From an optimization exercise on the open Yosys and OpenROAD flow, aimed at small area; shortcuts taken in it are not production practice. The RTL was checked by simulation tests, not by an equivalence proof against the original design. No driver is modelled on the clock port, so clocking that relies on it looks cheaper here than on a real chip. Power and IR drop assume default switching activity.

<file path="flow/run.sh">
#!/bin/bash
# synth_recipe.tcl (not shown) runs the flow's synth.tcl, then flattens the netlist and writes it again
# the make line also repeats each setting of config.mk as NAME=value (left out here)
make -C /OpenROAD-flow-scripts/flow DESIGN_CONFIG=/design/flow/config.mk WORK_HOME=/design/flow/orfs CLKGATE_MAP_FILE= SYNTH_SCRIPT=/design/flow/synth_recipe.tcl finish
</file>
<file path="flow/config.mk">
export PLATFORM = sky130hd
export DESIGN_NAME = led_fade_pwm_ctrl
export DESIGN_NICKNAME = led_fade_pwm_ctrl
export VERILOG_FILES = /design/flow/design.v
export SDC_FILE = /design/flow/constraint.sdc
export NUM_CORES = 4
export LEC_CHECK = 0
export CAP_MARGIN = 20
export CORE_MARGIN = 2
export CORE_UTILIZATION = 40
export SLEW_MARGIN = 20
</file>
<file path="flow/constraint.sdc">
create_clock -name core_clock -period 8.0 [get_ports {clk_clk}]
set_input_delay 1.6000 -clock core_clock [delete_from_list [all_inputs] [get_ports {clk_clk}]]
set_output_delay 1.6000 -clock core_clock [all_outputs]
set_load 0.01 [all_outputs]
</file>
<file path="flow/design.v">
module led_fade_pwm_ctrl #(
  parameter int          NUM_LEDS         = 26,
  parameter int          PWM_BITS         = 8,
  parameter logic [31:0] FADE_DIV_DEFAULT = 32'd65535,
  parameter int          ADDR_W           = 5
) (
  input  logic                clk_clk,
  input  logic                rst_reset,
  input  logic [ADDR_W-1:0]   avalon_slave_address,
  input  logic                avalon_slave_write,
  input  logic [31:0]         avalon_slave_writedata,
  input  logic                avalon_slave_read,
  output logic [31:0]         avalon_slave_readdata,
  output logic [NUM_LEDS-1:0] leds
);
  logic                en;
  logic                mode;
  logic [31:0]         fade_div;
  logic [31:0]         presc;
  logic [PWM_BITS-1:0] pwm_cnt;
  logic [PWM_BITS-1:0] duty       [NUM_LEDS];
  logic [PWM_BITS-1:0] fade_level [NUM_LEDS];
  logic                wr_ctrl;
  logic                wr_trig;
  logic                wr_fdiv;
  logic                duty_hit;
  logic [ADDR_W-1:0]   duty_idx;
  logic                tick;
  logic [NUM_LEDS-1:0] status;
  logic [NUM_LEDS-1:0] led_next;
  logic [31:0]         rd_val;
  assign wr_ctrl  = avalon_slave_write && (avalon_slave_address == ADDR_W'(0));
  assign wr_trig  = avalon_slave_write && (avalon_slave_address == ADDR_W'(1));
  assign wr_fdiv  = avalon_slave_write && (avalon_slave_address == ADDR_W'(2));
  assign duty_idx = avalon_slave_address - ADDR_W'(4);
  assign duty_hit = ({1'b0, avalon_slave_address} >= (ADDR_W+1)'(4)) &&
                    ({1'b0, avalon_slave_address} <  (ADDR_W+1)'(4 + NUM_LEDS));
  assign tick = (presc == 32'd0) && !wr_fdiv;
  always_comb begin
    status   = '0;
    led_next = '0;
    for (int i = 0; i < NUM_LEDS; i++) begin
      status[i]   = (fade_level[i] != '0);
      led_next[i] = en && ((mode ? duty[i] : fade_level[i]) > pwm_cnt);
    end
  end
  always_comb begin
    rd_val = '0;
    case (avalon_slave_address)
      ADDR_W'(0): rd_val[1:0] = {mode, en};
      ADDR_W'(2): rd_val = fade_div;
      ADDR_W'(3): rd_val[NUM_LEDS-1:0] = status;
      default: begin
        for (int i = 0; i < NUM_LEDS; i++) begin
          if (duty_hit && (duty_idx == ADDR_W'(i))) rd_val[PWM_BITS-1:0] = duty[i];
        end
      end
    endcase
  end
  always_ff @(posedge clk_clk or posedge rst_reset) begin
    if (rst_reset) begin
      en       <= 1'b1;
      mode     <= 1'b0;
      fade_div <= FADE_DIV_DEFAULT;
      presc    <= '0;
      pwm_cnt  <= '0;
    end else begin
      pwm_cnt <= pwm_cnt + PWM_BITS'(1);
      if (wr_ctrl) begin
        en   <= avalon_slave_writedata[0];
        mode <= avalon_slave_writedata[1];
      end
      if (wr_fdiv) begin
        fade_div <= avalon_slave_writedata;
        presc    <= avalon_slave_writedata;
      end else if (tick) begin
        presc <= fade_div;
      end else begin
        presc <= presc - 32'd1;
      end
    end
  end
  always_ff @(posedge clk_clk or posedge rst_reset) begin
    if (rst_reset) begin
      for (int i = 0; i < NUM_LEDS; i++) begin
        duty[i]       <= '0;
        fade_level[i] <= '0;
      end
    end else begin
      for (int i = 0; i < NUM_LEDS; i++) begin
        if (avalon_slave_write && duty_hit && (duty_idx == ADDR_W'(i)))
          duty[i] <= avalon_slave_writedata[PWM_BITS-1:0];
        if (wr_trig && avalon_slave_writedata[i])
          fade_level[i] <= '1;
        else if (tick && (fade_level[i] != '0))
          fade_level[i] <= fade_level[i] - PWM_BITS'(1);
      end
    end
  end
  always_ff @(posedge clk_clk or posedge rst_reset) begin
    if (rst_reset) begin
      leds                  <= '0;
      avalon_slave_readdata <= '0;
    end else begin
      leds <= led_next;
      if (avalon_slave_read) avalon_slave_readdata <= rd_val;
    end
  end
endmodule
</file>
==> out/qor.txt, run 1 <==
# setup viols final - 0
Clock latency of the later-clocked register in the worst-skew pair - 0.63 ns
Clock buffers created by TritonCTS - 67
Clock Root Buffer - clkbuf_16
CTS tree - built
Seq/Total Area, Yosys - 40.9%
Number of global-route vias before repair - 26,900
Critical path arrival - 5.02 ns
Worst IR Drop VDD - 140 µV
Distinct cell type count after synthesis - 82
Required time at the endpoint of the critical path - 8.51 ns
Crit path largest cell delay - 0.76 ns
Kind of critical path - input pin to register
Count of filler cells inserted in the layout - 7,792
Post-synth design cell area - 33,600 µm²
Total core area - 83,400 µm²
Count of final hold-check violations - 0
Routability congestion estimate from global placement - 1.00
RSZ-0062 raised after global routing - no
Clock buffer depth - 3
Most common cell after layout, fill and taps aside - dfrtp_1
Number of rows in the core area - 106
Global-route wire length before repair - 177,000 µm
Primary flip-flop cell chosen by synthesis mapping - dfrtp_1
Count of buffers from port buffering - 98
Effective utilization at floorplan - 40.2%
Final worst clock skew - 0.0282 ns
CP Cell Sequence - clkdlybuf4s50_1, buf_4, nor4b_1, a21oi_1, nand4_1, buf_4, a21oi_1, mux2_2
Power Density - 245 nW/µm²
Antenna violations before repair - 1
Num Clock Sinks - 548
Slowest library cell on the worst path - nor4b_1
CP endpoint kind - register
Cells resized by post-CTS repair - 0
Post-place setup slack - 3.01 ns
Total number of vias - 27,800
Pre-antenna DRT Iters - 5
Die span in x - 294 µm
Count of antenna diodes in the layout - 0
Total DRC errors in the routed layout - 0
Post-CTS clock slew at the launch and capture registers of the worst setup and hold paths - 0.06 ns
Peak clock frequency supported by timing - 222 MHz
Final routed wirelength across all metal layers - 117,000 µm
Most used cells in the layout excluding fill and tap cells - 530 x dfrtp_1, 374 x nand2_1, 370 x mux2_2
Period minus WS final - 4.51 ns
Vias per cell - 6.07
Io pins - 99
Startpoint class of the critical path - input pin
Antenna-violating nets left - 0
Warnings from Yosys - 3
WL/cell - 25.6 µm
Clock H-tree levels - 3
Flops & latches, synth - 548
Total gr overflow - 0
DR iter-0 viols - 2,713
Post-detailed-placement half-perimeter wirelength - 81,000 µm
Post-route fraction of the period consumed by the critical path - 56.3%
Worst slew margin - 20.1%
Share of synthesized flip-flops with an asynchronous set or reset - 100%
Storage cell area - 13,700 µm²
Status - no timing/DRC/antenna violations
Hold_buf cts - 0
Instance count of the mapped netlist - 3,379
Maximum capacitance violations - 0
Max-slew violation total from the final report - 0
Die outline height - 294 µm
Slew @ Worst Pin - 1.19 ns
Leakage Power - 0.0170 µW
Synth-to-layout area growth - 13.3%
Buffers inserted during post-CTS setup optimization - 0
Total area of multi-input combinational cells - 18,900 µm²
Maximum net fanout on the critical path - 36
Final critical-path setup slack - 3.49 ns
Average size of a mapped cell - 9.93 µm²
Setup TNS - 0 ns
Die ar. - 86,200 µm²
Number of flops mapped to enable cells by yosys - 0
Largest net degree at the start of global routing - 162
NumNets Final - 3,723
Class of the worst hold path - register to register
Fraction of layout cells with a size suffix above 1 - 17.6%
Synth Net Count - 3,659
Total Routing Usage GR - 27.2%
per-stage QoR:
| stage | instance area (µm²) | hold WS (ns) | cells | utilization, % | total power, µW |
|---|---|---|---|---|---|
| floorplan | 33600 | 0.443 | 3379 | - | 5340 |
| global placement | 35800 | 0.453 | 4453 | 42.9 | 6090 |
| detailed placement | 35800 | 0.457 | 4454 | 42.9 | 6140 |
| CTS | 38000 | 0.465 | 4572 | 45.6 | 9320 |
| global route | 38000 | 0.479 | 4572 | 45.6 | 9800 |
| finish | 38000 | 0.464 | 4572 | 45.6 | 9300 |
critical path: cells and delay by family:
family	cells	cell delay [ns]
simple gates	2	1.28
mux	1	0.28
buf+inv	3	1.35
compound gates	2	0.48
kinds of logic (layout without fill, tap and decap cells):
| group | Yosys count | in the layout | synth area share [%] |
|---|---|---|---|
| compound gates | 618 | 618 | 11.9 |
| xor+xnor | 120 | 120 | 3.13 |
| fa+ha+maj | 239 | 239 | 8.91 |
| buf+inv | 246 | 359 | 2.83 |
| flops | 548 | 548 | 40.9 |
| mux | 420 | 420 | 14.0 |
| simple gates | 1188 | 1188 | 18.4 |
synth_stat cells (all sizes together) (14+ instances only):
cell type / n / area share [%]
dfrtp: 531 / 40
nand2: 374 / 4.2
mux2: 370 / 12
ha: 239 / 8.9
o21ai: 218 / 3.3
nor2: 140 / 1.6
nand3: 130 / 1.9
clkbuf: 116 / 1.3
a21oi: 111 / 1.7
nand4: 102 / 1.9
or3: 87 / 1.6
inv: 83 / 0.93
xnor2: 73 / 1.9
a21o: 62 / 1.4
nor3: 60 / 0.92
nand2b: 51 / 0.95
mux2i: 48 / 1.4
nor4: 48 / 0.96
xor2: 47 / 1.2
buf: 46 / 0.60
nor2b: 46 / 0.86
or4: 45 / 1.0
o211ai: 39 / 0.87
o211a: 27 / 0.81
or2: 26 / 0.48
o31ai: 23 / 0.51
a221oi: 20 / 0.52
a211oi: 19 / 0.43
dfstp: 17 / 1.3
o22ai: 14 / 0.26
area by class of cell:
class / instances / share of cell area (%)
clock buffers: 90 / 4.90
clock inverters: 28 / 1.01
inverters: 84 / 0.839
multi-input cells: 2585 / 49.8
flip-flops and latches: 548 / 36.1
well taps: 1080 / 3.55
repair buffers: 157 / 3.79
final timing paths:
path                                      to  depth (start not counted)  slack, ns                from
min in group asynchronous   fade_level[5][3]                          2       1.46           rst_reset
max in group asynchronous  fade_level[13][2]                          3       5.11           rst_reset
max                                 presc[1]                          8       3.49  avalon_slave_write
min                             fade_div[15]                          2       0.46        fade_div[15]
max reg2reg                fade_level[22][4]                          7       4.15           presc[26]
min reg2reg                     fade_div[15]                          2       0.46        fade_div[15]
registers in the layout, summed over array words and instances (netlist names):
name / count
duty: 208
fade_level: 208
avalon_slave_readdata: 32
fade_div: 32
presc: 32
leds: 26
pwm_cnt: 8
en: 1
mode: 1
layer usage:
metal | up-vias | routed length, µm | global-route usage (%)
li1 | 12600 | - | -
met1 | 13900 | 52000 | 38.0
met2 | 1035 | 53100 | 42.9
met3 | 198 | 7860 | 3.90
met4 | 0 | 4060 | 9.79
met5 | - | 0 | 0
report_power, final:
| part | total (µW) | internal, µW | switching [µW] |
|---|---|---|---|
| logic | 2200 | 1120 | 1080 |
| clock network | 3170 | 1900 | 1270 |
| registers | 3930 | 3290 | 642 |
| total | 9300 | 6310 | 2990 |
==> run 2: changes to the inputs <==
==> flow/design.v (replaced) <==
module led_fade_pwm_ctrl #(
  parameter int          NUM_LEDS         = 26,
  parameter int          PWM_BITS         = 8,
  parameter logic [31:0] FADE_DIV_DEFAULT = 32'd65535,
  parameter int          ADDR_W           = 5
) (
  input  logic                clk_clk,
  input  logic                rst_reset,
  input  logic [ADDR_W-1:0]   avalon_slave_address,
  input  logic                avalon_slave_write,
  input  logic [31:0]         avalon_slave_writedata,
  input  logic                avalon_slave_read,
  output logic [31:0]         avalon_slave_readdata,
  output logic [NUM_LEDS-1:0] leds
);
  logic                en;
  logic                mode;
  logic [31:0]         fade_div;
  logic [31:0]         presc;
  logic [PWM_BITS-1:0] pwm_cnt;
  logic [PWM_BITS-1:0] duty   [NUM_LEDS];
  logic [NUM_LEDS-1:0] dval;      
  logic [PWM_BITS-1:0] fade   [NUM_LEDS];
  logic [NUM_LEDS-1:0] act;       
  logic wr_ctrl, wr_trig, wr_fdiv, tick;
  logic [NUM_LEDS-1:0] duty_sel;
  logic [NUM_LEDS-1:0] led_next;
  logic [31:0]         rd_val;
  assign wr_ctrl = avalon_slave_write && (avalon_slave_address == 5'd0);
  assign wr_trig = avalon_slave_write && (avalon_slave_address == 5'd1);
  assign wr_fdiv = avalon_slave_write && (avalon_slave_address == 5'd2);
  assign tick    = (presc == 32'd0) && !wr_fdiv;
  always_comb
    for (int i = 0; i < NUM_LEDS; i++)
      duty_sel[i] = (avalon_slave_address == 5'(i + 4));
  always_comb
    for (int i = 0; i < NUM_LEDS; i++) begin
      logic [PWM_BITS-1:0] l;
      logic c;
      l = mode ? duty[i] : fade[i];
      c = 1'b0;
      for (int k = 0; k < PWM_BITS; k++)
        c = (l[k] & ~pwm_cnt[k]) | (c & (l[k] | ~pwm_cnt[k]));
      led_next[i] = en && c && (mode ? dval[i] : act[i]);
    end
  always_comb begin
    rd_val = '0;
    case (avalon_slave_address)
      5'd0: rd_val[1:0] = {mode, en};
      5'd2: rd_val = fade_div;
      5'd3: rd_val[NUM_LEDS-1:0] = act;
      default: ;
    endcase
    for (int i = 0; i < NUM_LEDS; i++)
      if (duty_sel[i] && dval[i]) rd_val[PWM_BITS-1:0] = duty[i];
  end
  always_ff @(posedge clk_clk or posedge rst_reset) begin
    if (rst_reset) begin
      en       <= 1'b1;
      mode     <= 1'b0;
      fade_div <= FADE_DIV_DEFAULT;
      presc    <= '0;
      pwm_cnt  <= '0;
    end else begin
      pwm_cnt <= pwm_cnt + PWM_BITS'(1);
      if (wr_ctrl) begin
        en   <= avalon_slave_writedata[0];
        mode <= avalon_slave_writedata[1];
      end
      if (wr_fdiv) begin
        fade_div <= avalon_slave_writedata;
        presc    <= avalon_slave_writedata;
      end else if (tick) begin
        presc <= fade_div;
      end else begin
        presc <= presc - 32'd1;
      end
    end
  end
  always_ff @(posedge clk_clk or posedge rst_reset) begin
    if (rst_reset) begin
      dval <= '0;
      act  <= '0;
    end else begin
      for (int i = 0; i < NUM_LEDS; i++) begin
        if (avalon_slave_write && duty_sel[i]) dval[i] <= 1'b1;
        if (wr_trig && avalon_slave_writedata[i]) act[i] <= 1'b1;
        else if (tick && fade[i] == 8'd1) act[i] <= 1'b0;
      end
    end
  end
  logic [PWM_BITS-1:0] fade_nx [NUM_LEDS];
  always_comb
    for (int i = 0; i < NUM_LEDS; i++) begin
      logic lo;
      lo = 1'b0;
      for (int k = 0; k < PWM_BITS; k++) begin
        fade_nx[i][k] = (wr_trig && avalon_slave_writedata[i]) |
                        (fade[i][k] ^ (tick & ~lo));
        lo = lo | fade[i][k];
      end
    end
  always_ff @(posedge clk_clk) begin
    for (int i = 0; i < NUM_LEDS; i++) begin
      if (avalon_slave_write && duty_sel[i])
        duty[i] <= avalon_slave_writedata[PWM_BITS-1:0];
      fade[i] <= fade_nx[i];
    end
  end
  always_ff @(posedge clk_clk or posedge rst_reset) begin
    if (rst_reset) begin
      leds                  <= '0;
      avalon_slave_readdata <= '0;
    end else begin
      leds <= led_next;
      if (avalon_slave_read) avalon_slave_readdata <= rd_val;
    end
  end
endmodule
==> out/qor.txt, run 2 <==
Period minus WS final - 4.98 ns
Cells resized by post-CTS repair - 0
Number of flops mapped to enable cells by yosys - 208
Clock Root Buffer - clkbuf_16
Pre-antenna DRT Iters - 7
Clock H-tree levels - 3
FF-to-FF path depth - 9
Post-detailed-placement half-perimeter wirelength - 67,400 µm
Maximum capacitance violations - 0
CP endpoint kind - register
Fraction of synthesized cell area taken by the top area cell type - 21.7%
Worst slew margin - 26.2%
# setup viols final - 0
CTS tree - built
Num Clock Sinks - 600
Most common cell after layout, fill and taps aside - nand2_1
Peak clock frequency supported by timing - 201 MHz
Leakage Power - 0.0126 µW
Power Density - 260 nW/µm²
Global Route met1 Usage - 33.3%
Slew @ Worst Pin - 1.10 ns
Die span in x - 273 µm
Registers with the most flip-flops - duty: 208 flops, fade: 208 flops
Leading cell types by count after synthesis - 429 x nand2_1, 208 x dfxtp_1, 208 x edfxtp_1
Share of synthesized flip-flops with an asynchronous set or reset - 30.7%
Clock buffers created by TritonCTS - 68
Setup TNS - 0 ns
Start point of the worst min-delay path - fade_div[13]
Count of buffers from port buffering - 98
Die outline height - 273 µm
Most used cells in the layout excluding fill and tap cells - 428 x nand2_1, 208 x edfxtp_1, 208 x dfxtp_1
Post-CTS clock slew at the launch and capture registers of the worst setup and hold paths - 0.06 ns
Io pins - 99
Maximum net fanout on the critical path - 42
Hold_buf cts - 0
Largest net degree at the start of global routing - 130
Total DRC errors in the routed layout - 0
Flops & latches, synth - 600
Total gr overflow - 0
Antenna-violating nets left - 0
Status - no timing/DRC/antenna violations
Final worst clock skew - 0.0297 ns
Instance count of the mapped netlist - 2,829
Kind of critical path - input pin to register
Vias per cell - 6.06
Synth Net Count - 2,898
Routability congestion estimate from global placement - 1.00
RSZ-0062 raised after global routing - no
Crit path largest cell delay - 0.74 ns
Final instance area - 33,100 µm²
NumNets Final - 2,971
Count of final hold-check violations - 0
CP Cell Sequence - clkdlybuf4s50_1, nand4bb_1, nor3_2, nor4_1, nand2_4, buf_4, nor3_1, nand2_1, o21ai_0, nand3_1
Effective utilization at floorplan - 40.3%
Area of placed instances - 30,800 µm²
End point of the worst hold path - fade_div[13]
Dominant cell by count in the synthesized netlist - nand2_1
WL/cell - 25.4 µm
Warnings from Yosys - 4
Critical path arrival - 5.46 ns
Number of global-route vias before repair - 23,300
Total core area - 71,500 µm²
Antenna violations before repair - 1
Min Hold Slack - 0.468 ns
Buffers inserted during post-CTS setup optimization - 0
GRT met3 Usage - 5.14%
RR Startpoint - presc[4]
Required time at the endpoint of the critical path - 8.48 ns
Primary flip-flop cell chosen by synthesis mapping - edfxtp_1
Synth-to-layout area growth - 14.8%
Biggest area contributors in the synthesized netlist - edfxtp_1 22%, dfrtp_1 14%, dfxtp_1 14%
Clock buffer depth - 3
Register-to-register setup slack - 3.51 ns
Endpoint of the most critical register-to-register path - fade[13][6]
Fraction of met2 tracks used by global routing - 42.5%
Total Routing Usage GR - 26.3%
Seq/Total Area, Yosys - 52.1%
DR iter-0 viols - 2,328
Cell count of the worst hold path - 2
Average size of a mapped cell - 10.2 µm²
Slowest library cell on the worst path - nor4_1
Global route hottest layer - met2
Startpoint class of the critical path - input pin
Fraction of layout cells with a size suffix above 1 - 7.88%
Post-route fraction of the period consumed by the critical path - 62.3%
Distinct cell type count after synthesis - 68
Final routed wirelength across all metal layers - 99,400 µm
Dominant cell type by area after synthesis - edfxtp_1
Worst IR Drop VDD - 137 µV
Global-route wire length before repair - 147,000 µm
Number of rows in the core area - 98
Die ar. - 74,300 µm²
Worst setup path startpoint - avalon_slave_address[0]
Post-synth design cell area - 28,800 µm²
Max-slew violation total from the final report - 0
Clock latency of the later-clocked register in the worst-skew pair - 0.62 ns
Total number of vias - 23,700
Class of the worst hold path - register to register
-- run 2: kinds of logic (layout without fill, tap and decap cells) --
logic type	count (synthesis)	count (layout)	share of synthesized area, %
AO/OA/AOI/OAI	558	558	13.1
XOR/XNOR	153	153	4.65
other	0	1	0
adder cells (fa/ha/maj)	95	95	3.54
flip-flops	600	600	52.1
AND/OR/NAND/NOR	1028	1028	16.6
multiplexers	214	214	7.47
buffers and inverters	181	309	2.46
-- run 2: per-stage QoR --
step | util [%] | std cells | total power [µW] | setup slack (ns)
after floorplan | - | 2829 | 4960 | 1.43
after global placement | 43.1 | 3782 | 5450 | 2.80
after detailed placement | 43.1 | 3782 | 5510 | 2.49
after CTS | 46.3 | 3907 | 8630 | 3.12
after global routing | 46.3 | 3908 | 8970 | 2.69
final | 46.3 | 3908 | 8620 | 3.02
-- run 2: worst max-delay path by stage --
stage          slack (ns)  cells past startpoint           to
6_report             3.02                     10  fade[13][6]
5_1_grt              2.69                     10  fade[13][6]
4_1_cts              3.12                     10  fade[13][6]
3_5_place_dp         2.49                     10  fade[13][6]
3_3_place_gp         2.80                     10   fade[7][5]
2_1_floorplan        1.43                      1       act[0]
-- run 2: power breakdown --
part	switching, µW	total (µW)	internal, µW
clock	1300	3140	1840
sequential	455	4010	3550
combinational	791	1480	688
total	2540	8620	6080
-- run 2: layer usage --
metal,vias up,routed length (µm)
met2,1147,45800
li1,10600,-
met1,11700,39600
met5,-,0
met4,0,5940
met3,280,8020
-- run 2: area by class of cell --
| cell class | count | area [µm²] |
|---|---|---|
| Antenna cell | 1 | 2.50 |
| Clock buffer | 103 | 2040 |
| Clock inverter | 22 | 200 |
| Fill cell | 6543 | 38400 |
| Inverter | 42 | 165 |
| Multi-Input combinational cell | 2048 | 13100 |
| Sequential cell | 600 | 15000 |
| Tap cell | 950 | 1190 |
| Timing Repair Buffer | 142 | 1320 |
-- run 2: worst max-delay path: cells and delay by family --
family / cells / cell delay, ns
simple gates: 7 / 2.43
buf+inv: 2 / 1.19
compound gates: 1 / 0.19
==> run 3: changes to the inputs <==
==> flow/flow/run.sh (new file) <==
#!/bin/bash
# Standard layout, with smaller port buffers and no CTS dummy loads.
set -e
export BUFFER_PORTS_ARGS="-buffer_cell sky130_fd_sc_hd__buf_1"
export CTS_ARGS="-sink_clustering_enable -repair_clock_nets -dont_use_dummy_load"
bash standard.sh > standard.log 2>&1
==> flow/standard.sh (new file) <==
#!/bin/bash
# synth_recipe.tcl (not shown) runs the flow's synth.tcl, then flattens the netlist and writes it again
# the make line also repeats each setting of config.mk as NAME=value (left out here)
make -C /OpenROAD-flow-scripts/flow DESIGN_CONFIG=/design/flow/config.mk WORK_HOME=/design/flow/orfs CLKGATE_MAP_FILE= SYNTH_SCRIPT=/design/flow/synth_recipe.tcl "${@:-finish}"
removed: flow/run.sh
==> out/qor.txt, run 3 <==
Clock buffers created by TritonCTS - 68
Primary flip-flop cell chosen by synthesis mapping - edfxtp_1
Total number of vias - 23,700
CP endpoint kind - register
# setup viols final - 0
Dominant cell by count in the synthesized netlist - nand2_1
Post-route fraction of the period consumed by the critical path - 56.4%
Peak clock frequency supported by timing - 222 MHz
Crit path largest cell delay - 0.60 ns
Cells resized by post-CTS repair - 0
Total area of multi-input combinational cells - 13,200 µm²
Total DRC errors in the routed layout - 0
Hold_buf cts - 0
Min Hold Slack - 0.465 ns
Post-synth design cell area - 28,800 µm²
Warnings from Yosys - 4
Synth-to-layout area growth - 10.8%
DR iter-0 viols - 2,674
Class of the worst hold path - register to register
Number of rows in the core area - 98
Share of the core filled with cells - 44.7%
Antenna-violating nets left - 0
Worst IR Drop VDD - 163 µV
Total core area - 71,500 µm²
Clock buffer depth - 3
Effective utilization at floorplan - 40.3%
Cell count of the worst hold path - 2
Max-slew violation total from the final report - 0
Registers with the most flip-flops - duty: 208 flops, fade: 208 flops
Clock latency of the later-clocked register in the worst-skew pair - 0.61 ns
Seq/Total Area, Yosys - 52.1%
Post-detailed-placement half-perimeter wirelength - 68,400 µm
Buffers inserted during post-CTS setup optimization - 0
Required time at the endpoint of the critical path - 8.47 ns
Total Routing Usage GR - 26.7%
CP Cell Sequence - buf_1, nand4bb_1, nor3_2, or4_4, or4_1, inv_1, buf_4, ha_1, xnor2_1, nand2_1
Post-CTS clock slew at the launch and capture registers of the worst setup and hold paths - 0.05 ns
Clock Root Buffer - clkbuf_16
Setup TNS - 0 ns
Final Non-Filler Cells - 3,846
Kind of critical path - input pin to register
Instance count of the mapped netlist - 2,829
Storage cell area - 15,000 µm²
Logic depth of the worst setup path including buffers - 10
Io pins - 99
Startpoint class of the critical path - input pin
FF-to-FF path depth - 9
Die span in x - 273 µm
Global-route wire length before repair - 149,000 µm
Leakage Power - 0.0121 µW
Fraction of synthesized cell area taken by the top area cell type - 21.7%
Leading cell types by count after synthesis - 429 x nand2_1, 208 x dfxtp_1, 208 x edfxtp_1
Dominant cell type by area after synthesis - edfxtp_1
Vias per cell - 6.15
Pre-antenna DRT Iters - 8
Number of global-route vias before repair - 23,000
Period minus WS final - 4.51 ns
Biggest area contributors in the synthesized netlist - edfxtp_1 22%, dfrtp_1 14%, dfxtp_1 14%
Slew @ Worst Pin - 1.17 ns
Most used cells in the layout excluding fill and tap cells - 428 x nand2_1, 208 x edfxtp_1, 208 x dfxtp_1
Count of antenna diodes in the layout - 0
Count of filler cells inserted in the layout - 6,626
Slowest library cell on the worst path - or4_4
Average size of a mapped cell - 10.2 µm²
Maximum net fanout on the critical path - 17
RSZ-0062 raised after global routing - no
Final routed wirelength across all metal layers - 101,000 µm
Cell family with the largest share of critical-path delay - simple AND/OR/NAND/NOR gates
Total gr overflow - 0
Worst slew margin - 21.7%
Status - no timing/DRC/antenna violations
Distinct cell type count after synthesis - 68
Fraction of layout cells with a size suffix above 1 - 7.04%
Maximum capacitance violations - 0
Clock H-tree levels - 3
Final worst clock skew - 0.0531 ns
Placed Instances - 3,778
Routability congestion estimate from global placement - 0.967
Bufs and invs on worst path - 3
NumNets Final - 2,967
Number of flops mapped to enable cells by yosys - 208
Largest net degree at the start of global routing - 126
CTS tree - built
Power Density - 253 nW/µm²
Num Clock Sinks - 600
Count of final hold-check violations - 0
Critical path arrival - 4.98 ns
Die outline height - 273 µm
Flops & latches, synth - 600
Die ar. - 74,300 µm²
WL/cell - 26.2 µm
Synth Net Count - 2,898
Count of buffers from port buffering - 98
Antenna violations before repair - 2
Most common cell after layout, fill and taps aside - nand2_1
Share of synthesized flip-flops with an asynchronous set or reset - 30.7%
-- run 3: logic make-up after synthesis --
| logic type | share of synthesized area, % |
|---|---|
| AO/OA/AOI/OAI | 13.1 |
| XOR/XNOR | 4.65 |
| adder cells (fa/ha/maj) | 3.54 |
| buffers and inverters | 2.46 |
| flip-flops | 52.1 |
| multiplexers | 7.47 |
| AND/OR/NAND/NOR | 16.6 |
-- run 3: final timing paths --
check / start / slack (ns) / end
min reg2reg: fade_div[10] / 0.47 / fade_div[10]
max in group asynchronous: rst_reset / 5.45 / presc[1]
min: fade_div[10] / 0.47 / fade_div[10]
min in group asynchronous: rst_reset / 1.13 / presc[13]
max: avalon_slave_address[0] / 3.49 / fade[15][1]
max reg2reg: mode / 3.84 / leds[9]
-- run 3: area by class of cell --
cell class / count / share of cell area [%]
Sequential cell: 600 / 47.1
Multi-Input combinational cell: 2048 / 41.2
Clock buffer: 68 / 5.33
Tap cell: 950 / 3.72
Timing Repair Buffer: 138 / 2.17
Inverter: 42 / 0.517
-- run 3: metrics by stage --
stage,instance area [µm²],setup WS [ns],power [µW]
floorplan,28800,1.43,4960
global placement,30200,2.91,5400
detailed placement,30200,2.81,5460
CTS,31900,3.43,8100
global route,31900,3.34,8420
finish,31900,3.49,8080
-- run 3: worst register-to-register path, delay by kind of cell (launching register included) --
family	cells	cell delay (ns)
mux	1	0.38
flops	1	1.06
compound gates	4	0.87
buf+inv	1	0.70
fa+ha+maj	3	1.13
-- run 3: routing by layer --
layer | GRT usage, % | vias to the layer above | share of wire [%]
li1 | - | 10500 | -
met1 | 34.9 | 11800 | 41
met2 | 42.5 | 1120 | 45
met3 | 5.07 | 266 | 8.1
met4 | 13.5 | 0 | 5.6
met5 | 0 | - | 0
-- run 3: where the power goes --
part	internal (µW)	switching (µW)	leakage, µW
Combinational	628	785	0.00544
Clock	1490	1160	0.000838
Sequential	3550	468	0.00586
Total	5670	2410	0.0121
==> run 4: changes to the inputs <==
==> flow/flow/run.sh (replaced) <==
#!/bin/bash
# Standard layout, with smaller port buffers and no CTS dummy loads.
set -e
export BUFFER_PORTS_ARGS="-buffer_cell sky130_fd_sc_hd__buf_1"
export CTS_ARGS="-sink_clustering_enable -repair_clock_nets -dont_use_dummy_load -buf_list sky130_fd_sc_hd__clkbuf_8 -sink_clustering_size 20 -sink_clustering_max_diameter 50"
bash standard.sh > standard.log 2>&1
--- a/flow/config.mk
+++ b/flow/config.mk
@@ -7,5 +7,5 @@
 export LEC_CHECK = 0
 export CAP_MARGIN = 20
 export CORE_MARGIN = 2
-export CORE_UTILIZATION = 40
+export CORE_UTILIZATION = 60
 export SLEW_MARGIN = 20
==> out/qor.txt, run 4 <==
Status - no timing/DRC/antenna violations
Vias per cell - 6.77
Critical path arrival - 5.60 ns
Total DRC errors in the routed layout - 0
Count of final hold-check violations - 0
Share of synthesized flip-flops with an asynchronous set or reset - 30.7%
Clock Root Buffer - clkbuf_8
Kind of critical path - input pin to register
Number of rows in the core area - 80
Clock latency of the later-clocked register in the worst-skew pair - 0.74 ns
Setup TNS - 0 ns
Period minus WS final - 5.04 ns
Average size of a mapped cell - 10.2 µm²
CTS tree - built
Min Hold Slack - 0.476 ns
Clock buffers created by TritonCTS - 55
Die outline height - 223 µm
Cells resized by post-CTS repair - 0
Post-route fraction of the period consumed by the critical path - 63.0%
Clock H-tree levels - 2
Primary flip-flop cell chosen by synthesis mapping - edfxtp_1
Final routed wirelength across all metal layers - 96,000 µm
Number of flops mapped to enable cells by yosys - 208
Distinct cell type count after synthesis - 68
Number of global-route vias before repair - 22,500
Final Non-Filler Cells - 3,507
Dominant cell by count in the synthesized netlist - nand2_1
Antenna-violating nets left - 0
Global route hottest layer - met2
Clock buffer depth - 3
Synth-to-layout area growth - 6.18%
Antenna violations before repair - 3
Maximum net fanout on the critical path - 17
Global-route wire length before repair - 143,000 µm
Fraction of synthesized cell area taken by the top area cell type - 21.7%
Pre-antenna DRT Iters - 6
Final worst clock skew - 0.0902 ns
Max-slew violation total from the final report - 0
Power Density - 230 nW/µm²
GRT met3 Usage - 8.89%
Die span in x - 223 µm
Maximum capacitance violations - 0
Total chip power - 7040 µW
Total Routing Usage GR - 38.4%
Buffers inserted during post-CTS setup optimization - 0
Startpoint class of the critical path - input pin
Placed Instances - 3,448
Most used cells in the layout excluding fill and tap cells - 428 x nand2_1, 208 x edfxtp_1, 208 x dfxtp_1
Post-detailed-placement half-perimeter wirelength - 66,000 µm
Seq/Total Area, Yosys - 52.1%
Worst IR Drop VDD - 194 µV
Die ar. - 49,800 µm²
Largest net degree at the start of global routing - 97
Dominant cell type by area after synthesis - edfxtp_1
Global Route met1 Usage - 51.7%
Worst slew margin - 18.3%
Count of buffers from port buffering - 98
WL/cell - 27.4 µm
Count of filler cells inserted in the layout - 3,930
Flops & latches, synth - 600
Synth Net Count - 2,898
Required time at the endpoint of the critical path - 8.55 ns
Share of the core filled with cells - 64.4%
Slew @ Worst Pin - 1.23 ns
Post-synth design cell area - 28,800 µm²
Total area of multi-input combinational cells - 13,200 µm²
CP endpoint kind - register
Fraction of met2 tracks used by global routing - 58.6%
Warnings from Yosys - 4
Total gr overflow - 0
Total core area - 47,500 µm²
Io pins - 99
Most common cell after layout, fill and taps aside - nand2_1
RSZ-0062 raised after global routing - no
Num Clock Sinks - 600
Total number of vias - 23,700
# setup viols final - 0
Leakage Power - 0.0117 µW
Routability congestion estimate from global placement - 1.03
Register-to-register setup slack - 3.47 ns
Leading cell types by count after synthesis - 429 x nand2_1, 208 x dfxtp_1, 208 x edfxtp_1
Instance count of the mapped netlist - 2,829
Class of the worst hold path - register to register
Biggest area contributors in the synthesized netlist - edfxtp_1 22%, dfrtp_1 14%, dfxtp_1 14%
Fraction of layout cells with a size suffix above 1 - 6.61%
NumNets Final - 2,959
Hold_buf cts - 0
Effective utilization at floorplan - 60.7%
Post-CTS clock slew at the launch and capture registers of the worst setup and hold paths - 0.08 ns
Storage cell area - 15,000 µm²
Registers with the most flip-flops - duty: 208 flops, fade: 208 flops
Peak clock frequency supported by timing - 198 MHz
DR iter-0 viols - 2,707
[run 4: per-stage QoR]
stage	cell area (µm²)	setup WS [ns]
final	30600	2.96
after global routing	30600	2.88
after CTS	30600	3.04
after detailed placement	29800	2.32
after global placement	29800	2.46
after floorplan	28800	1.43
[run 4: final timing paths]
kind / from / to / depth (start not counted)
worst max-delay path: avalon_slave_address[0] / fade[10][1] / 11
worst min-delay path: fade_div[0] / fade_div[0] / 2
worst max register to register: presc[9] / fade[10][1] / 10
worst min register to register: fade_div[0] / fade_div[0] / 2
max in group asynchronous: rst_reset / mode / 3
min in group asynchronous: rst_reset / avalon_slave_readdata[12] / 2
[run 4: critical path, stage by stage]
cell,delay [ns]
buf_1,0.37
nand4bb_1,0.30
nor3_2,0.12
or4_4,0.62
or4_1,0.70
buf_4,0.35
inv_1,0.56
buf_4,0.50
ha_1,0.25
xnor2_1,0.12
nand2_1,0.07
[run 4: cell families (layout without fill, tap and decap cells)]
kind of cell               Yosys count  count (layout)  synth area share, %
and+or+nand+nor                   1028            1028                 16.6
xor gates and xnor gates           153             153                 4.65
muxes                              214             214                 7.47
AOI/OAI and AO/OA                  558             558                 13.1
DFF                                600             600                 52.1
other                                0               4                    0
buffers and inverters              181             240                 2.46
adders and majority gates           95              95                 3.54
[run 4: metal layers]
metal / share of wire, % / wire length (µm) / vias up
li1: - / - / 10500
met1: 40 / 38200 / 11700
met2: 44 / 42400 / 1309
met3: 11 / 10100 / 293
met4: 5.5 / 5260 / 0
met5: 0 / 0 / -
[run 4: power by group]
group	leakage, µW	internal [µW]	total, µW	switching [µW]
registers	0.00586	3550	4010	464
logic	0.00546	628	1420	790
clock network	0.000395	610	1620	1010
[run 4: final cells by class]
type                       instances  area share (%)
sequential                       600            49.1
multi-input combinational       2048            43.0
tap                              615            2.51
clock buffer                      55            2.47
timing repair buffer             143            2.37
inverter                          42           0.539
antenna                            4          0.0327
==> run 5: changes to the inputs <==
==> flow/flow/run.sh (replaced) <==
#!/bin/bash
# Standard layout, with smaller port buffers and no CTS dummy loads.
set -e
export BUFFER_PORTS_ARGS="-buffer_cell sky130_fd_sc_hd__buf_1"
export CTS_ARGS="-sink_clustering_enable -repair_clock_nets -dont_use_dummy_load -buf_list sky130_fd_sc_hd__clkbuf_4 -sink_clustering_size 10 -sink_clustering_max_diameter 40"
bash standard.sh > standard.log 2>&1
==> out/qor.txt, run 5 <==
Cells resized by post-CTS repair - 0
Clock buffer depth - 3
Internal Dissipation - 4680 µW
Cell family with the largest share of critical-path delay - simple AND/OR/NAND/NOR gates
CP endpoint kind - register
Global-route wire length before repair - 144,000 µm
NumNets Final - 2,993
Slew @ Worst Pin - 1.22 ns
Class of the worst hold path - register to register
Warnings from Yosys - 4
Maximum capacitance violations - 0
Pre-antenna DRT Iters - 6
Peak clock frequency supported by timing - 205 MHz
Largest net degree at the start of global routing - 97
Period minus WS final - 4.88 ns
Comb pwr share - 20.4%
Seq pwr share - 57.6%
RSZ-0062 raised after global routing - no
CTS tree - built
Count of buffers from port buffering - 98
Most used cell, CP - buf_4
Flops & latches, synth - 600
# setup viols final - 0
Clock H-tree levels - 3
Post-detailed-placement half-perimeter wirelength - 66,000 µm
Setup TNS - 0 ns
Critical path arrival - 5.59 ns
Bufs and invs on worst path - 4
Registers with the most flip-flops - duty: 208 flops, fade: 208 flops
Dominant cell by count in the synthesized netlist - nand2_1
Number of global-route vias before repair - 22,800
Sw Ratio - 32.8%
Routability congestion estimate from global placement - 1.03
Leakage Power - 0.0117 µW
Number of flops mapped to enable cells by yosys - 208
Primary flip-flop cell chosen by synthesis mapping - edfxtp_1
Crit path largest cell delay - 0.70 ns
Worst slew margin - 18.8%
Min Hold Slack - 0.475 ns
Seq/Total Area, Yosys - 52.1%
Clock buffers created by TritonCTS - 89
DR iter-0 viols - 2,749
Effective utilization at floorplan - 60.7%
Clock Root Buffer - clkbuf_4
Most used cells in the layout excluding fill and tap cells - 428 x nand2_1, 208 x edfxtp_1, 208 x dfxtp_1
Distinct cell type count after synthesis - 68
Total Routing Usage GR - 38.7%
Total number of vias - 24,000
Antenna violations before repair - 2
Count of final hold-check violations - 0
Fraction of layout cells with a size suffix above 1 - 7.70%
Die ar. - 49,800 µm²
Leading cell types by count after synthesis - 429 x nand2_1, 208 x dfxtp_1, 208 x edfxtp_1
Status - no timing/DRC/antenna violations
Post-CTS clock slew at the launch and capture registers of the worst setup and hold paths - 0.08 ns
Kind of critical path - input pin to register
Vias per cell - 6.77
Required time at the endpoint of the critical path - 8.71 ns
Fraction of synthesized cell area taken by the top area cell type - 21.7%
Sw Pwr - 2280 µW
Share of the core filled with cells - 64.2%
Biggest area contributors in the synthesized netlist - edfxtp_1 22%, dfrtp_1 14%, dfxtp_1 14%
Share of synthesized flip-flops with an asynchronous set or reset - 30.7%
Total chip power - 6960 µW
CP Cell Sequence - buf_1, nand4bb_1, nor3_2, or4_4, or4_1, buf_4, inv_1, buf_4, ha_1, xnor2_1, nand2_1
Most common cell after layout, fill and taps aside - nand2_1
Num Clock Sinks - 600
Post-synth design cell area - 28,800 µm²
Synth Net Count - 2,898
Total gr overflow - 0
Final routed wirelength across all metal layers - 96,400 µm
Post-route fraction of the period consumed by the critical path - 61.0%
Hold_buf cts - 0
Total DRC errors in the routed layout - 0
Buffers inserted during post-CTS setup optimization - 0
Average size of a mapped cell - 10.2 µm²
Worst IR Drop VDD - 144 µV
Final worst clock skew - 0.0962 ns
Antenna-violating nets left - 0
Number of rows in the core area - 80
Instance count of the mapped netlist - 2,829
Slowest library cell on the worst path - or4_1
Max-slew violation total from the final report - 0
Die outline height - 223 µm
Part of the power in the clock network - 22.0%
Synth-to-layout area growth - 5.89%
WL/cell - 27.2 µm
Maximum net fanout on the critical path - 17
Die span in x - 223 µm
Startpoint class of the critical path - input pin
Total core area - 47,500 µm²
Dominant cell type by area after synthesis - edfxtp_1
Io pins - 99
Power Density - 228 nW/µm²
Clock latency of the later-clocked register in the worst-skew pair - 0.90 ns
-- run 5: cell counts after synthesis --
Identical to the previous run, type by type.
-- run 5: routing by layer --
metal | up-vias | global-route usage, % | share of wire [%]
li1 | 10600 | - | -
met1 | 11800 | 52.3 | 40
met2 | 1378 | 59.5 | 45
met3 | 259 | 8.78 | 11
met4 | 0 | 18.2 | 4.6
met5 | - | 0 | 0
-- run 5: kinds of logic after synthesis --
group           Yosys count  share of synthesized area, %
fa+ha+maj                95                          3.54
xor+xnor                153                          4.65
buf+inv                 181                          2.46
flops                   600                          52.1
simple gates           1028                          16.6
mux                     214                          7.47
compound gates          558                          13.1
-- run 5: path summary, 6_finish.rpt --
check                                         from      endpoint  slack, ns  depth (start not counted)
setup reg to reg                          presc[9]   fade[21][1]       3.47                         10
hold reg to reg                       fade_div[11]  fade_div[11]       0.48                          2
setup / recovery           avalon_slave_address[0]   fade[21][1]       3.12                         11
max in group asynchronous                rst_reset          mode       5.74                          3
min in group asynchronous                rst_reset      leds[15]       0.88                          2
hold / removal                        fade_div[11]  fade_div[11]       0.48                          2
-- run 5: worst reg2reg max path: cells and delay by family, from the launching register on --
kind | cells | cell delay, ns
xor gates and xnor gates | 1 | 0.11
adders and majority gates | 1 | 0.26
buffers and inverters | 3 | 1.44
DFF | 1 | 0.42
and+or+nand+nor | 5 | 2.15
-- run 5: cell type report --
cell class                      count  area (µm²)
Inverter                           42         165
Timing Repair Buffer              143         726
Multi-Input combinational cell   2048       13200
Clock buffer                       89         668
Sequential cell                   600       15000
Fill cell                        4003       17000
Antenna cell                        6        15.0
Tap cell                          615         769
-- run 5: stage by stage --
step | instances | setup slack (ns) | area [µm²]
finish | 3543 | 3.12 | 30500
global route | 3538 | 3.08 | 30500
CTS | 3537 | 3.22 | 30500
detailed placement | 3448 | 2.32 | 29800
global placement | 3448 | 2.46 | 29800
floorplan | 2829 | 1.43 | 28800
-- run 5: power groups by stage --
stage / registers [µW] / clock network [µW] / logic, µW
after global placement: 4040 / 0 / 1340
final: 4010 / 1530 / 1420
after CTS: 3990 / 1550 / 1400
after detailed placement: 4050 / 0 / 1390
after floorplan: 3880 / 0 / 1070
after global routing: 4050 / 1660 / 1560
==> run 6: changes to the inputs <==
==> flow/flow/run.sh (replaced) <==
#!/bin/bash
# The standard layout (the standard.sh, standard synthesis unchanged) with:
#  - port buffers of the smallest buffer cell,
#  - CTS without dummy loads, small leaf buffers in clusters of up to 14,
#  - after CTS, flow/clkfix.tcl sizes the clock tree for the clock-pin slew limit.
set -e
HERE=$(pwd)
export BUFFER_PORTS_ARGS="-buffer_cell sky130_fd_sc_hd__buf_1"
export CTS_ARGS="-sink_clustering_enable -repair_clock_nets -dont_use_dummy_load -buf_list sky130_fd_sc_hd__clkbuf_4 -sink_clustering_size 14 -sink_clustering_max_diameter 50"
export POST_CTS_TCL="$HERE/flow/clkfix.tcl"
bash standard.sh > standard.log 2>&1
==> flow/flow/clkfix.tcl (new file) <==
# Clock tree sizing after CTS: upsize the buffers that drive other clock
# buffers, then upsize leaf buffers whose flip-flop clock pins see a slew
# over the target, and legalise the placement again.
proc clkfix_is_clkbuf {inst} {
  return [string match sky130_fd_sc_hd__clkbuf_* [get_property $inst ref_name]]
}
proc clkfix_next {m} {
  switch -- $m {
    sky130_fd_sc_hd__clkbuf_1 { return sky130_fd_sc_hd__clkbuf_2 }
    sky130_fd_sc_hd__clkbuf_2 { return sky130_fd_sc_hd__clkbuf_4 }
    sky130_fd_sc_hd__clkbuf_4 { return sky130_fd_sc_hd__clkbuf_8 }
    sky130_fd_sc_hd__clkbuf_8 { return sky130_fd_sc_hd__clkbuf_16 }
  }
  return ""
}
proc clkfix {tree_cell target_s} {
  set_propagated_clock [all_clocks]
  set n_tree 0
  foreach inst [get_cells *] {
    if {![clkfix_is_clkbuf $inst]} continue
    set net [get_nets -of_objects [get_pins -of_objects $inst -filter "direction==output"]]
    foreach p [get_pins -of_objects $net -filter "direction==input"] {
      if {[clkfix_is_clkbuf [get_cells -of_objects $p]]} {
        if {[get_property $inst ref_name] ne $tree_cell} { replace_cell $inst [get_lib_cells $tree_cell]; incr n_tree }
        break
      }
    }
  }
  puts "clkfix: resized $n_tree tree buffers to $tree_cell"
  for {set it 0} {$it < 4} {incr it} {
    estimate_parasitics -placement
    set bad {}
    foreach pin [all_registers -clock_pins -edge_triggered] {
      set w 0
      foreach p {slew_max_rise slew_max_fall} { set s [get_property $pin $p]; if {$s > $w} {set w $s} }
      if {$w > $target_s} {
        set net [get_nets -of_objects $pin]
        set drv [lindex [get_pins -of_objects $net -filter "direction==output"] 0]
        if {$drv ne ""} { dict set bad [get_full_name [get_cells -of_objects $drv]] 1 }
      }
    }
    set n 0
    foreach name [dict keys $bad] {
      set inst [get_cells $name]
      if {![clkfix_is_clkbuf $inst]} continue
      set nx [clkfix_next [get_property $inst ref_name]]
      if {$nx ne ""} { replace_cell $inst [get_lib_cells $nx]; incr n }
    }
    puts "clkfix: pass $it upsized $n leaf buffers"
    if {$n == 0} break
  }
  detailed_placement
  estimate_parasitics -placement
}

clkfix sky130_fd_sc_hd__clkbuf_8 0.095
--- a/flow/config.mk
+++ b/flow/config.mk
@@ -5,7 +5,7 @@
 export SDC_FILE = /design/flow/constraint.sdc
 export NUM_CORES = 4
 export LEC_CHECK = 0
-export CAP_MARGIN = 20
+export CAP_MARGIN = 0
 export CORE_MARGIN = 2
-export CORE_UTILIZATION = 60
-export SLEW_MARGIN = 20
+export CORE_UTILIZATION = 75
+export SLEW_MARGIN = 0
==> out/qor.txt, run 6 <==
Total number of vias - 24,300
Slew @ Worst Pin - 1.32 ns
Count of final hold-check violations - 0
Fraction of synthesized cell area taken by the top area cell type - 21.7%
Post-CTS clock slew at the launch and capture registers of the worst setup and hold paths - 0.09 ns
Register-to-register setup slack - 3.43 ns
Fraction of layout cells with a size suffix above 1 - 5.91%
Total core area - 37,800 µm²
End point of the worst hold path - fade_div[9]
Most used cells in the layout excluding fill and tap cells - 428 x nand2_1, 208 x edfxtp_1, 208 x dfxtp_1
Total DRC errors in the routed layout - 0
WL/cell - 27.0 µm
Average size of a mapped cell - 10.2 µm²
Die outline height - 200 µm
Cell count of the worst hold path - 2
Io pins - 99
Worst slew margin - 11.2%
Number of global-route vias before repair - 23,900
Leading cell types by count after synthesis - 429 x nand2_1, 208 x dfxtp_1, 208 x edfxtp_1
Biggest area contributors in the synthesized netlist - edfxtp_1 22%, dfrtp_1 14%, dfxtp_1 14%
Number of flops mapped to enable cells by yosys - 208
Share of synthesized flip-flops with an asynchronous set or reset - 30.7%
Most common cell after layout, fill and taps aside - nand2_1
Pre-antenna DRT Iters - 7
Count of buffers from port buffering - 98
Worst IR Drop VDD - 311 µV
Post-detailed-placement half-perimeter wirelength - 61,600 µm
Global-route wire length before repair - 138,000 µm
NumNets Final - 2,947
Total Routing Usage GR - 45.3%
Min Hold Slack - 0.471 ns
Antenna-violating nets left - 0
Final routed wirelength across all metal layers - 91,600 µm
CTS tree - built
Warnings from Yosys - 4
Die span in x - 200 µm
RSZ-0062 raised after global routing - no
Maximum net fanout on the critical path - 56
DR iter-0 viols - 3,341
Total gr overflow - 0
Required time at the endpoint of the critical path - 8.57 ns
Instance count of the mapped netlist - 2,829
Peak clock frequency supported by timing - 199 MHz
Clock latency of the later-clocked register in the worst-skew pair - 0.71 ns
Leakage Power - 0.0116 µW
Flops & latches, synth - 600
Dominant cell by count in the synthesized netlist - nand2_1
Startpoint class of the critical path - input pin
Primary flip-flop cell chosen by synthesis mapping - edfxtp_1
Distinct cell type count after synthesis - 68
Post-route fraction of the period consumed by the critical path - 62.8%
Endpoint of the most critical register-to-register path - fade[18][5]
FF-to-FF path depth - 8
Power Density - 230 nW/µm²
Final worst clock skew - 0.0540 ns
RR Startpoint - presc[9]
Kind of critical path - input pin to register
Synth Net Count - 2,898
Dominant cell type by area after synthesis - edfxtp_1
Vias per cell - 7.18
Setup TNS - 0 ns
Die ar. - 40,000 µm²
Period minus WS final - 5.02 ns
Effective utilization at floorplan - 76.4%
Num Clock Sinks - 600
CP endpoint kind - register
Seq/Total Area, Yosys - 52.1%
Routability congestion estimate from global placement - 1.04
Max-slew violation total from the final report - 0
Antenna violations before repair - 1
# setup viols final - 0
Class of the worst hold path - register to register
Status - no timing/DRC/antenna violations
Post-synth design cell area - 28,800 µm²
Start point of the worst min-delay path - fade_div[9]
Synth-to-layout area growth - 5.21%
Maximum capacitance violations - 0
Critical path arrival - 5.59 ns
Number of rows in the core area - 71
Registers with the most flip-flops - duty: 208 flops, fade: 208 flops
Largest net degree at the start of global routing - 129
-- run 6: cell counts after synthesis --
Identical to the previous run, type by type.
-- run 6: how the worst max path moves through the flow --
| stage | from | end | slack [ns] | depth (start not counted) |
|---|---|---|---|---|
| final | avalon_slave_address[0] | fade[18][5] | 2.98 | 10 |
| after global routing | avalon_slave_address[0] | fade[18][6] | 2.80 | 10 |
| after detailed placement | avalon_slave_address[0] | fade[7][5] | 2.39 | 10 |
| after global placement | avalon_slave_address[0] | fade[7][5] | 2.52 | 10 |
| after floorplan | rst_reset | act[0] | 1.43 | 1 |
-- run 6: cell families after synthesis --
kind of cell	synth area share [%]
fa+ha+maj	3.54
flops	52.1
mux	7.47
simple gates	16.6
buf+inv	2.46
xor+xnor	4.65
compound gates	13.1
-- run 6: per-layer routing --
layer  GRT usage [%]  routed length [µm]
met2            69.4               40500
met4            31.8                7960
met1            56.4               32000
met5            1.67                  99
met3            11.8               11000
-- run 6: where the power goes --
part | internal (µW) | total [µW] | switching, µW | leakage [µW]
Sequential | 3550 | 4020 | 474 | 0.00586
Combinational | 628 | 1420 | 788 | 0.00540
Clock | 568 | 1540 | 976 | 0.000367
-- run 6: layout make-up --
type,instances,area (µm²)
sequential,600,15000
multi-input combinational,2048,13100
fill,2413,7410
clock buffer,51,702
timing repair buffer,135,659
tap,511,639
inverter,42,165
antenna,1,2.50
-- run 6: worst max-delay path: stages --
cell       delay (ns)
buf_1            0.33
nand4bb_1        0.32
nor3_2           0.06
buf_4            0.30
or4_4            0.62
or4_1            0.97
or4_1            0.69
or3_1            0.39
xor2_1           0.16
nand2_1          0.09
-- run 6: per-stage QoR --
step	instances	setup slack, ns	instance area, µm²	util [%]	power, µW
2_1_floorplan	2829	1.43	28800	-	4960
3_3_place_gp	3336	2.52	29600	78.5	5330
3_5_place_dp	3336	2.39	29600	78.5	5440
5_1_grt	3387	2.80	30300	80.4	7260
6_report	3388	2.98	30300	80.4	6980
==> run 7: changes to the inputs <==
--- a/flow/config.mk
+++ b/flow/config.mk
@@ -7,5 +7,6 @@
 export LEC_CHECK = 0
 export CAP_MARGIN = 0
 export CORE_MARGIN = 2
-export CORE_UTILIZATION = 75
+export CORE_UTILIZATION = 60
+export GPL_TIMING_DRIVEN = 0
 export SLEW_MARGIN = 0
==> out/qor.txt, run 7 <==
Distinct cell type count after synthesis - 68
Maximum capacitance violations - 2
Worst IR Drop VDD - 209 µV
Bufs and invs on worst path - 5
Crit path largest cell delay - 0.99 ns
Status - complete, but fails checks
Count of buffers from port buffering - 97
Register-to-register setup slack - 2.61 ns
Global-route wire length before repair - 164,000 µm
Leading cell types by count after synthesis - 429 x nand2_1, 208 x dfxtp_1, 208 x edfxtp_1
Peak clock frequency supported by timing - 170 MHz
Number of rows in the core area - 80
Clock latency of the later-clocked register in the worst-skew pair - 0.72 ns
Setup TNS - 0 ns
Largest net degree at the start of global routing - 95
Slowest library cell on the worst path - clkbuf_1
Routability congestion estimate from global placement - 1.02
Total Routing Usage GR - 46.0%
Total chip power - 7200 µW
Pre-antenna DRT Iters - 8
Worst setup path endpoint - fade[20][1]
CP Cell Sequence - buf_1, nand4bb_1, nor3_1, or4_4, or4_1, clkbuf_1, buf_2, inv_2, buf_12, ha_1, xnor2_1, nand2_1
Cell count of the worst hold path - 2
Final Non-Filler Cells - 3,608
Violated checks - capacitance limit
Post-route fraction of the period consumed by the critical path - 73.7%
# setup viols final - 0
CP endpoint kind - register
Worst setup path startpoint - avalon_slave_write
Period minus WS final - 5.90 ns
Instance count of the mapped netlist - 2,829
Die ar. - 49,800 µm²
CTS tree - built
Die span in x - 223 µm
Total DRC errors in the routed layout - 0
Primary flip-flop cell chosen by synthesis mapping - edfxtp_1
Final critical-path setup slack - 2.10 ns
Cell family with the largest share of critical-path delay - buffers and inverters
Post-CTS clock slew at the launch and capture registers of the worst setup and hold paths - 0.10 ns
Most used cells in the layout excluding fill and tap cells - 429 x nand2_1, 208 x edfxtp_1, 208 x dfxtp_1
RSZ-0062 raised after global routing - no
Count of filler cells inserted in the layout - 3,810
DR iter-0 viols - 3,911
Vias per cell - 7.11
Synth-to-layout area growth - 7.70%
Total core area - 47,500 µm²
Die outline height - 223 µm
Max-slew violation total from the final report - 11
Fraction of synthesized cell area taken by the top area cell type - 21.7%
Number of flops mapped to enable cells by yosys - 208
Class of the worst hold path - register to register
Kind of critical path - input pin to register
Total number of vias - 25,700
Warnings from Yosys - 4
Antenna-violating nets left - 0
Final routed wirelength across all metal layers - 116,000 µm
Required time at the endpoint of the critical path - 8.58 ns
Synth Net Count - 2,898
Most common cell after layout, fill and taps aside - nand2_1
Antenna violations before repair - 10
Io pins - 99
Biggest area contributors in the synthesized netlist - edfxtp_1 22%, dfrtp_1 14%, dfxtp_1 14%
FF-to-FF path depth - 11
Slew @ Worst Pin - 1.52 ns
Fraction of layout cells with a size suffix above 1 - 6.49%
Leakage Power - 0.0119 µW
Post-place setup slack - 0.286 ns
Dominant cell type by area after synthesis - edfxtp_1
Effective utilization at floorplan - 60.7%
Average size of a mapped cell - 10.2 µm²
WL/cell - 32.1 µm
Power Density - 232 nW/µm²
Total gr overflow - 0
Flops & latches, synth - 600
Count of final hold-check violations - 0
Placed Instances - 3,545
Dominant cell by count in the synthesized netlist - nand2_1
Final worst clock skew - 0.0486 ns
Endpoint of the most critical register-to-register path - leds[14]
RR Startpoint - mode
Registers with the most flip-flops - duty: 208 flops, fade: 208 flops
Startpoint class of the critical path - input pin
Worst slew margin - -1.07%
Share of synthesized flip-flops with an asynchronous set or reset - 30.7%
Maximum net fanout on the critical path - 19
Logic depth of the worst setup path including buffers - 12
Num Clock Sinks - 600
Critical path arrival - 6.48 ns
Post-synth design cell area - 28,800 µm²
Number of global-route vias before repair - 24,100
Post-detailed-placement half-perimeter wirelength - 81,700 µm
Seq/Total Area, Yosys - 52.1%
NumNets Final - 3,058
run 7: cell counts after synthesis:
No cell type changed its count.
run 7: cell type report:
class | instances | area [µm²] | area share [%]
sequential | 600 | 15000 | 48.4
timing repair buffer | 101 | 434 | 1.40
multi-input combinational | 2048 | 13100 | 42.3
antenna | 6 | 15.0 | 0.0483
tap | 615 | 769 | 2.48
clock buffer | 57 | 722 | 2.32
inverter | 42 | 165 | 0.532
buffer | 139 | 792 | 2.55
run 7: worst min-delay path by stage:
stage                             from           end
after floorplan            fade_div[1]   fade_div[1]
after global placement    fade_div[11]  fade_div[11]
after detailed placement   fade_div[9]   fade_div[9]
after global routing      fade_div[13]  fade_div[13]
final                     fade_div[10]  fade_div[10]
run 7: tightest hold or removal path: cells and delay by family, from the launching register on:
| kind | cells | cell delay [ns] |
|---|---|---|
| flip-flops | 1 | 0.39 |
| AND/OR/NAND/NOR | 2 | 0.09 |
run 7: stage by stage:
| step | hold WS [ns] | cell area (µm²) | utilization [%] |
|---|---|---|---|
| floorplan | 0.443 | 28800 | - |
| global placement | 0.454 | 30000 | 63.0 |
| detailed placement | 0.457 | 30100 | 63.2 |
| global route | 0.492 | 31000 | 65.3 |
| finish | 0.475 | 31100 | 65.3 |
run 7: kinds of logic after synthesis:
logic type / count (synthesis) / synth area share [%]
adders and majority gates: 95 / 3.54
xor gates and xnor gates: 153 / 4.65
muxes: 214 / 7.47
buffers and inverters: 181 / 2.46
DFF: 600 / 52.1
AOI/OAI and AO/OA: 558 / 13.1
and+or+nand+nor: 1028 / 16.6
run 7: power by group:
| part | leakage (µW) | internal [µW] | switching [µW] |
|---|---|---|---|
| Combinational | 0.00563 | 640 | 959 |
| Sequential | 0.00587 | 3550 | 472 |
| Clock | 0.000384 | 579 | 1010 |
| Total | 0.0119 | 4770 | 2440 |
run 7: per-layer routing:
metal / track usage [%] / routed length, µm / share of wire, %
met5: 0 / 40 / 0.035
met4: 31.8 / 9960 / 8.6
met3: 15.9 / 16900 / 15
met2: 65.5 / 47200 / 41
met1: 59.1 / 41800 / 36
==> run 8: changes to the inputs <==
--- a/flow/config.mk
+++ b/flow/config.mk
@@ -5,8 +5,7 @@
 export SDC_FILE = /design/flow/constraint.sdc
 export NUM_CORES = 4
 export LEC_CHECK = 0
-export CAP_MARGIN = 0
+export CAP_MARGIN = 20
 export CORE_MARGIN = 2
 export CORE_UTILIZATION = 60
-export GPL_TIMING_DRIVEN = 0
-export SLEW_MARGIN = 0
+export SLEW_MARGIN = 20
==> out/qor.txt, run 8 <==
Biggest area contributors in the synthesized netlist - edfxtp_1 22%, dfrtp_1 14%, dfxtp_1 14%
Total gr overflow - 0
Number of global-route vias before repair - 22,600
Average size of a mapped cell - 10.2 µm²
Clock latency of the later-clocked register in the worst-skew pair - 0.71 ns
Post-detailed-placement half-perimeter wirelength - 66,000 µm
Class of the worst hold path - register to register
Antenna-violating nets left - 0
Storage cell area - 15,000 µm²
Leakage Power - 0.0117 µW
Global-route wire length before repair - 143,000 µm
Registers with the most flip-flops - duty: 208 flops, fade: 208 flops
Total DRC errors in the routed layout - 0
Post-CTS clock slew at the launch and capture registers of the worst setup and hold paths - 0.09 ns
Post-place setup slack - 2.32 ns
Most used cells in the layout excluding fill and tap cells - 428 x nand2_1, 208 x edfxtp_1, 208 x dfxtp_1
Period minus WS final - 5.04 ns
Final critical-path setup slack - 2.96 ns
Die ar. - 49,800 µm²
Final worst clock skew - 0.0547 ns
Dominant cell type by area after synthesis - edfxtp_1
WL/cell - 27.4 µm
Total number of vias - 23,800
Effective utilization at floorplan - 60.7%
Io pins - 99
Count of filler cells inserted in the layout - 3,950
Post-synth design cell area - 28,800 µm²
Total core area - 47,500 µm²
Power Density - 229 nW/µm²
CP endpoint kind - register
Max-slew violation total from the final report - 0
Share of the core filled with cells - 64.4%
Total area of multi-input combinational cells - 13,200 µm²
Status - no timing/DRC/antenna violations
Seq/Total Area, Yosys - 52.1%
Final routed wirelength across all metal layers - 95,900 µm
Num Clock Sinks - 600
Primary flip-flop cell chosen by synthesis mapping - edfxtp_1
Worst slew margin - 16.9%
Required time at the endpoint of the critical path - 8.54 ns
Critical path arrival - 5.58 ns
Largest net degree at the start of global routing - 97
Count of final hold-check violations - 0
Pre-antenna DRT Iters - 6
Distinct cell type count after synthesis - 68
Worst IR Drop VDD - 179 µV
Synth-to-layout area growth - 6.12%
Vias per cell - 6.77
Total Routing Usage GR - 38.4%
RSZ-0062 raised after global routing - no
Dominant cell by count in the synthesized netlist - nand2_1
Instance count of the mapped netlist - 2,829
Warnings from Yosys - 4
Setup TNS - 0 ns
Number of rows in the core area - 80
Die outline height - 223 µm
Fraction of synthesized cell area taken by the top area cell type - 21.7%
CTS tree - built
Slew @ Worst Pin - 1.25 ns
Number of flops mapped to enable cells by yosys - 208
Post-route fraction of the period consumed by the critical path - 62.9%
Share of synthesized flip-flops with an asynchronous set or reset - 30.7%
Maximum net fanout on the critical path - 17
# setup viols final - 0
Most common cell after layout, fill and taps aside - nand2_1
DR iter-0 viols - 2,634
Leading cell types by count after synthesis - 429 x nand2_1, 208 x dfxtp_1, 208 x edfxtp_1
Fraction of layout cells with a size suffix above 1 - 6.71%
Maximum capacitance violations - 0
NumNets Final - 2,962
Count of buffers from port buffering - 98
Synth Net Count - 2,898
Peak clock frequency supported by timing - 199 MHz
Antenna violations before repair - 2
Routability congestion estimate from global placement - 1.03
Die span in x - 223 µm
Kind of critical path - input pin to register
Startpoint class of the critical path - input pin
Flops & latches, synth - 600
## run 8: cell counts after synthesis
Identical to the previous run, type by type.
## run 8: metrics by stage
| stage | cell area, µm² | instances | power [µW] | hold slack (ns) |
|---|---|---|---|---|
| after global routing | 30600 | 3506 | 7330 | 0.488 |
| final | 30600 | 3507 | 7020 | 0.473 |
| after detailed placement | 29800 | 3448 | 5450 | 0.460 |
| after floorplan | 28800 | 2829 | 4960 | 0.443 |
| after global placement | 29800 | 3448 | 5380 | 0.453 |
## run 8: cell families (layout without fill, tap and decap cells)
kind of cell             after synthesis  after routing  share of synthesized area, %
AO/OA/AOI/OAI                        558            558                          13.1
XOR/XNOR                             153            153                          4.65
adder cells (fa/ha/maj)               95             95                          3.54
buffers and inverters                181            243                          2.46
flip-flops                           600            600                          52.1
multiplexers                         214            214                          7.47
other                                  0              1                             0
AND/OR/NAND/NOR                     1028           1028                          16.6
## run 8: metal layers
layer	vias to the layer above	part of all wire [%]	GRT usage, %
li1	10500	-	-
met4	2	4.9	17.6
met5	-	0.018	0
met3	270	11	8.05
met2	1342	45	59.4
met1	11700	40	52.3
## run 8: area by class of cell
| type | instances | share of cell area [%] |
|---|---|---|
| Sequential cell | 600 | 49.2 |
| Multi-Input combinational cell | 2048 | 43.0 |
| Tap cell | 615 | 2.51 |
| Clock buffer | 58 | 2.44 |
| Timing Repair Buffer | 143 | 2.37 |
| Inverter | 42 | 0.540 |
| Antenna cell | 1 | 0.00818 |
## run 8: worst paths after layout
check / depth (start not counted) / start / end / slack, ns
min: 2 / fade_div[12] / fade_div[12] / 0.47
max: 11 / avalon_slave_address[0] / fade[10][1] / 2.96
max reg2reg: 10 / presc[9] / fade[10][1] / 3.44
min in group asynchronous: 2 / rst_reset / leds[3] / 1.09
max in group asynchronous: 3 / rst_reset / mode / 5.61
min reg2reg: 2 / fade_div[12] / fade_div[12] / 0.47
## run 8: power by group
part | internal (µW) | switching, µW | total, µW | leakage (µW)
sequential | 3550 | 464 | 4010 | 0.00586
clock | 600 | 996 | 1600 | 0.000396
combinational | 628 | 789 | 1420 | 0.00546
## run 8: critical path: stages
cell and delay [ns]:
buf_1 0.36, nand4bb_1 0.30, nor3_2 0.12, or4_4 0.61, or4_1 0.70, buf_4 0.35, inv_1 0.56, buf_4 0.51
ha_1 0.25, xnor2_1 0.12, nand2_1 0.06

-- separate check: timing with driven ports --
No port has a modelled driver above. Below, the same layouts with a new extraction and two added sets of constraints.
Step 1 assumes that a clkbuf_16 drives the clock port and a buf_2 every other input.
Step 2 moves the port delays by t, midway between the first and last clock arrival at a register: inputs arrive t later, outputs are due t later. That takes back most of the time a late clock gives input paths.
a / b / c = ideal / step 1 / step 2; a / b = the first two.
run	shift t [ns]	setup WS [ns]	cell pins on the clock port's net
run 1	0.680	3.492 / 3.530 / 2.850	1
run 2	0.673	3.015 / 3.039 / 2.366	1
run 3	0.651	3.489 / 3.496 / 2.845	1
run 4	0.746	2.957 / 2.961 / 2.214	1
run 5	0.904	3.118 / 3.122 / 2.218	1
run 6	0.741	2.977 / 3.012 / 2.271	1
run 7	0.747	2.103 / 2.136 / 1.389	1
run 8	0.741	2.965 / 2.974 / 2.233	1
For run 5, which loses most, drivers alone change the setup slack by +0.004 ns; drivers and shift together by -0.900 ns.
